Background: an optimization exercise with open tools, aiming at a short achievable clock period and few clock cycles. Do not read the settings as production practice.
Function was checked by simulation only, so behaviour that the tests miss may differ from the original.

==> job 6582 <==
Design ayatsuki_top, start of the top module:
module ayatsuki_top (
    input  logic        clk,
    input  logic        rst_i,
    input  logic [31:0] inst_i,
    output logic [31:0] inst_addr_o,
    output logic        dmem_we_o,
    output logic        dmem_re_o,
    output logic [31:0] dmem_addr_o,
    output logic [31:0] dmem_wdata_o,
    input  logic [31:0] dmem_rdata_i
);
    ayatsuki_core u_core (
        .clk          (clk),
        .rst_i        (rst_i),
        .inst_i       (inst_i),
        .inst_addr_o  (inst_addr_o),
        .dmem_we_o    (dmem_we_o),
        .dmem_re_o    (dmem_re_o),
        .dmem_addr_o  (dmem_addr_o),
        .dmem_wdata_o (dmem_wdata_o),
        .dmem_rdata_i (dmem_rdata_i)
    );
endmodule
==> flow/config.mk <==
export PLATFORM = sky130hd
export DESIGN_NAME = ayatsuki_top
export DESIGN_NICKNAME = ayatsuki_top
export VERILOG_FILES = /design/flow/design.v
export SDC_FILE = /design/flow/constraint.sdc
export NUM_CORES = 4
export LEC_CHECK = 0
export ABC_CLOCK_PERIOD_IN_PS = 3000
export CAP_MARGIN = 20
export CORE_MARGIN = 2
export CORE_UTILIZATION = 40
export PLACE_DENSITY = 0.6
export SLEW_MARGIN = 20
==> flow/constraint.sdc <==
create_clock -name core_clock -period 10.0 [get_ports {clk}]
set_input_delay 2.0000 -clock core_clock [delete_from_list [all_inputs] [get_ports {clk}]]
set_output_delay 2.0000 -clock core_clock [all_outputs]
set_load 0.01 [all_outputs]
standard.sh (not shown) runs the stock make flow with config.mk's settings and CLKGATE_MAP_FILE= SYNTH_SCRIPT=/design/flow/synth_recipe.tcl, a recipe that flattens the netlist after the stock synthesis.
==> flow/flow/run.sh <==
#!/bin/bash
# The standard layout, with timing repair aimed at a shorter period than the clock's
# (the constraints stay the design's): repair works until the setup slack is MARGIN ns,
# and may resize cells to any footprint.
set -euo pipefail
MARGIN=$(cat flow/margin.txt)
bash standard.sh SETUP_SLACK_MARGIN=$MARGIN MATCH_CELL_FOOTPRINT=0 finish > make_finish.log 2>&1
==> flow/flow/margin.txt <==
6.2
==> job 7642 (differences from job 6582) <==
--- a/flow/design.v
+++ b/flow/design.v
@@ -38,16 +38,17 @@
     logic [31:0] i_pc;        
     logic        i_pred;      
     logic [31:13] i_h13p, i_h13m;
     logic        btb_v   [0:7];
     logic [26:0] btb_tag [0:7];
     logic [30:0] btb_tgt [0:7];
     logic        e_rwe_q, e_load_q, e_store_q, e_jalr_q, e_jal_q, e_isbr_q, e_pred, e_bhit, e_mp_q;
     logic        e_kill;
+    logic        e_haz;       
     logic        e_rwe, e_load, e_store, e_jalr, e_jal, e_isbr, e_mp;
     logic        e_beq, e_bne, e_blt, e_bge;
     logic        e_req, e_rne, e_rlt, e_rge;    
     logic [4:0]  e_rd;
     logic [31:0] e_pc, e_imm_t, e_pc4, e_pass;
     logic [31:12] e_immu;
     logic        e_auipc;
     logic [31:0] e_a1, e_b1, e_s21;        
@@ -80,21 +81,21 @@
         end
     end
     assign btb_hit = |bhit;
     always_ff @(posedge clk) begin
         i_pc   <= pc_f;
         i_h13p <= pc_f[31:13] + 19'd1;
         i_h13m <= pc_f[31:13] - 19'd1;
         i_pred <= btb_hit;
-        i_v    <= !(rst_i || ex_redirect || d_refetch || d_early);
+        i_v    <= !(rst_i || ex_redirect || d_early);
         pc_f   <= pc_next;
     end
     assign d_take  = !rst_i && d_early;
-    assign f_next  = rst_i ? 32'd0 : (d_refetch ? i_pc : (btb_hit ? btb_target : pc_f + 32'd4));
+    assign f_next  = rst_i ? 32'd0 : (btb_hit ? btb_target : pc_f + 32'd4);
     assign d_next  = d_take ? d_etgt : f_next;
     assign pc_next = ex_redirect ? ex_target : d_next;
     assign inst_addr_o = pc_f;
     logic [6:0]  opc;
     logic [2:0]  f3;
     logic [4:0]  rd, rs1, rs2;
     logic        is_op, is_opimm, is_lui, is_auipc, is_load, is_store, is_br, is_jal, is_jalr;
     logic        use1, use2, rwe, alt;
@@ -154,21 +155,22 @@
     logic haz1, haz2;
     assign haz1 = use1 && ((h1e && e_load) || (!h1e && h1m && m_re));
     assign haz2 = use2 && ((h2e && e_load) || (!h2e && h2m && m_re && !is_store));
     assign d_refetch = i_v && (haz1 || haz2);
     logic d_ptaken;
     assign d_ptaken = (is_jal && jal_short) || (is_br && inst_i[31]);
     logic d_pred;
     assign d_pred   = i_pred || d_ptaken;
-    assign d_early  = i_v && !i_pred && d_ptaken && !haz1 && !haz2;
+    assign d_early  = i_v && !i_pred && d_ptaken;
     logic d_go;
     assign d_go = i_v && !d_refetch && !rst_i;
     always_ff @(posedge clk) begin
         e_kill  <= ex_redirect;
+        e_haz   <= d_refetch && !rst_i;
         e_rwe_q   <= d_go && rwe;
         e_load_q  <= d_go && is_load;
         e_store_q <= d_go && is_store;
         e_jalr_q  <= d_go && is_jalr;
         e_isbr_q  <= d_go && is_br;
         e_jal_q   <= d_go && is_jal;
         e_bhit  <= i_pred;
         e_pred  <= d_pred;
@@ -261,21 +263,21 @@
     assign eq_ms = (m_res == e_s21);
     assign eq_am = (e_a1 == m_res);
     assign lt_as = ($signed(e_a1) < $signed(e_s21));
     assign lt_ms = ($signed(m_res) < $signed(e_s21));
     assign lt_am = ($signed(e_a1) < $signed(m_res));
     assign eq = e_f1m ? (e_f2m ? 1'b1 : eq_ms) : (e_f2m ? eq_am : eq_as);
     assign lt = e_f1m ? (e_f2m ? 1'b0 : lt_ms) : (e_f2m ? lt_am : lt_as);
     assign cond = (e_beq && eq) || (e_bne && !eq) || (e_blt && lt) || (e_bge && !lt);
-    assign ex_redirect = !e_kill && (e_mp_q || (e_req && eq) || (e_rne && !eq) || (e_rlt && lt)
+    assign ex_redirect = !e_kill && (e_haz || e_mp_q || (e_req && eq) || (e_rne && !eq) || (e_rlt && lt)
                                      || (e_rge && !lt));
     logic [31:0] e_tgt;
     assign e_tgt       = e_pc + e_imm_t;
-    assign ex_target   = e_jalr ? {sum[31:1], 1'b0} : (e_pred ? e_pc4 : e_tgt);
+    assign ex_target   = e_haz ? e_pc : (e_jalr ? {sum[31:1], 1'b0} : (e_pred ? e_pc4 : e_tgt));
     logic        bu_we, bu_v;
     logic [2:0]  bu_idx;
     logic [26:0] bu_tag;
     logic [30:0] bu_tgt;
     always_ff @(posedge clk) begin
         bu_we  <= !rst_i && ((e_isbr && (cond != e_bhit)) || (e_jal && !e_bhit));
         bu_v   <= !e_isbr || cond;
         bu_idx <= e_pc[4:2];
==> flow/flow/margin.txt (replaced) <==
6.3
==> comparison table <==
item                                                             job 7642         job 6582
Result of the run                        no timing/DRC/antenna violations  no timing/DRC/antenna violations
Clk sink count                                                       2041             2040
Estimated wirelength of the detail-placed design                294000 um        289000 um
Average footprint of a synthesized cell                          12.6 um2         12.4 um2
Setup slack, reg-to-reg                                           6.00 ns          5.97 ns
Detailed-routing wirelength on met1                             177000 um        174000 um
Non-Filler Cell Area, Final                                     0.129 mm2        0.128 mm2
Netlist Area Pre-Place                                          0.107 mm2        0.107 mm2
Reg-to-reg startpoint                                     u_core.e_a1[10]   u_core.pc_f[2]
Final clock-cell share                                              5.53%            5.75%
Core Region                                                     0.265 mm2        0.265 mm2
Adder and majority cell fraction of the synthesized area            5.06%            5.07%
Startpoint of the most critical hold path                  u_core.i_pc[7]  u_core.pc_f[19]
Diode insertion count for antenna repair                               23               40
Number of sequential cells                                           2041             2040
Number of global-route vias before repair                           77800            77100
Worst path max stage delay                                        0.36 ns          0.59 ns
Testbench counts of job 6582, summed over its fixed seeds: cycles 94,083.
Testbench counts of job 7642, summed over its fixed seeds: cycles 95,304.

## port drivers added, routing unchanged
No port has a modelled driver above. Below, the same layouts with a new extraction and two added sets of constraints.
Step 1: set_driving_cell puts a clkbuf_16 on clk and a buf_2 on each other input, an assumption about the parent block.
Step 2, shift: input delay + t, output delay - t, t = (earliest + latest rising clock arrival at the registers) / 2. This alone moves slack from input paths to output paths.
Slacks: no drivers / after step 1 / after step 2; pairs: no drivers / after step 1.
| run | t, ns | setup slack, ns | worst hold slack (ns) | worst setup path at the end | worst data-port slew with drivers (ns) |
|---|---|---|---|---|---|
| job 6582 | 0.977 | 5.922 / 5.721 / 4.744 | 0.365 / 0.365 / 0.365 | input to register | 0.45 |
| job 7642 | 0.965 | 5.910 / 5.812 / 4.847 | 0.385 / 0.385 / 0.385 | input to register | 0.50 |
After both steps every run listed still meets setup and hold. The setup slack of job 6582, which loses most, moves by -0.201 ns with the drivers and by -1.178 ns with both steps.
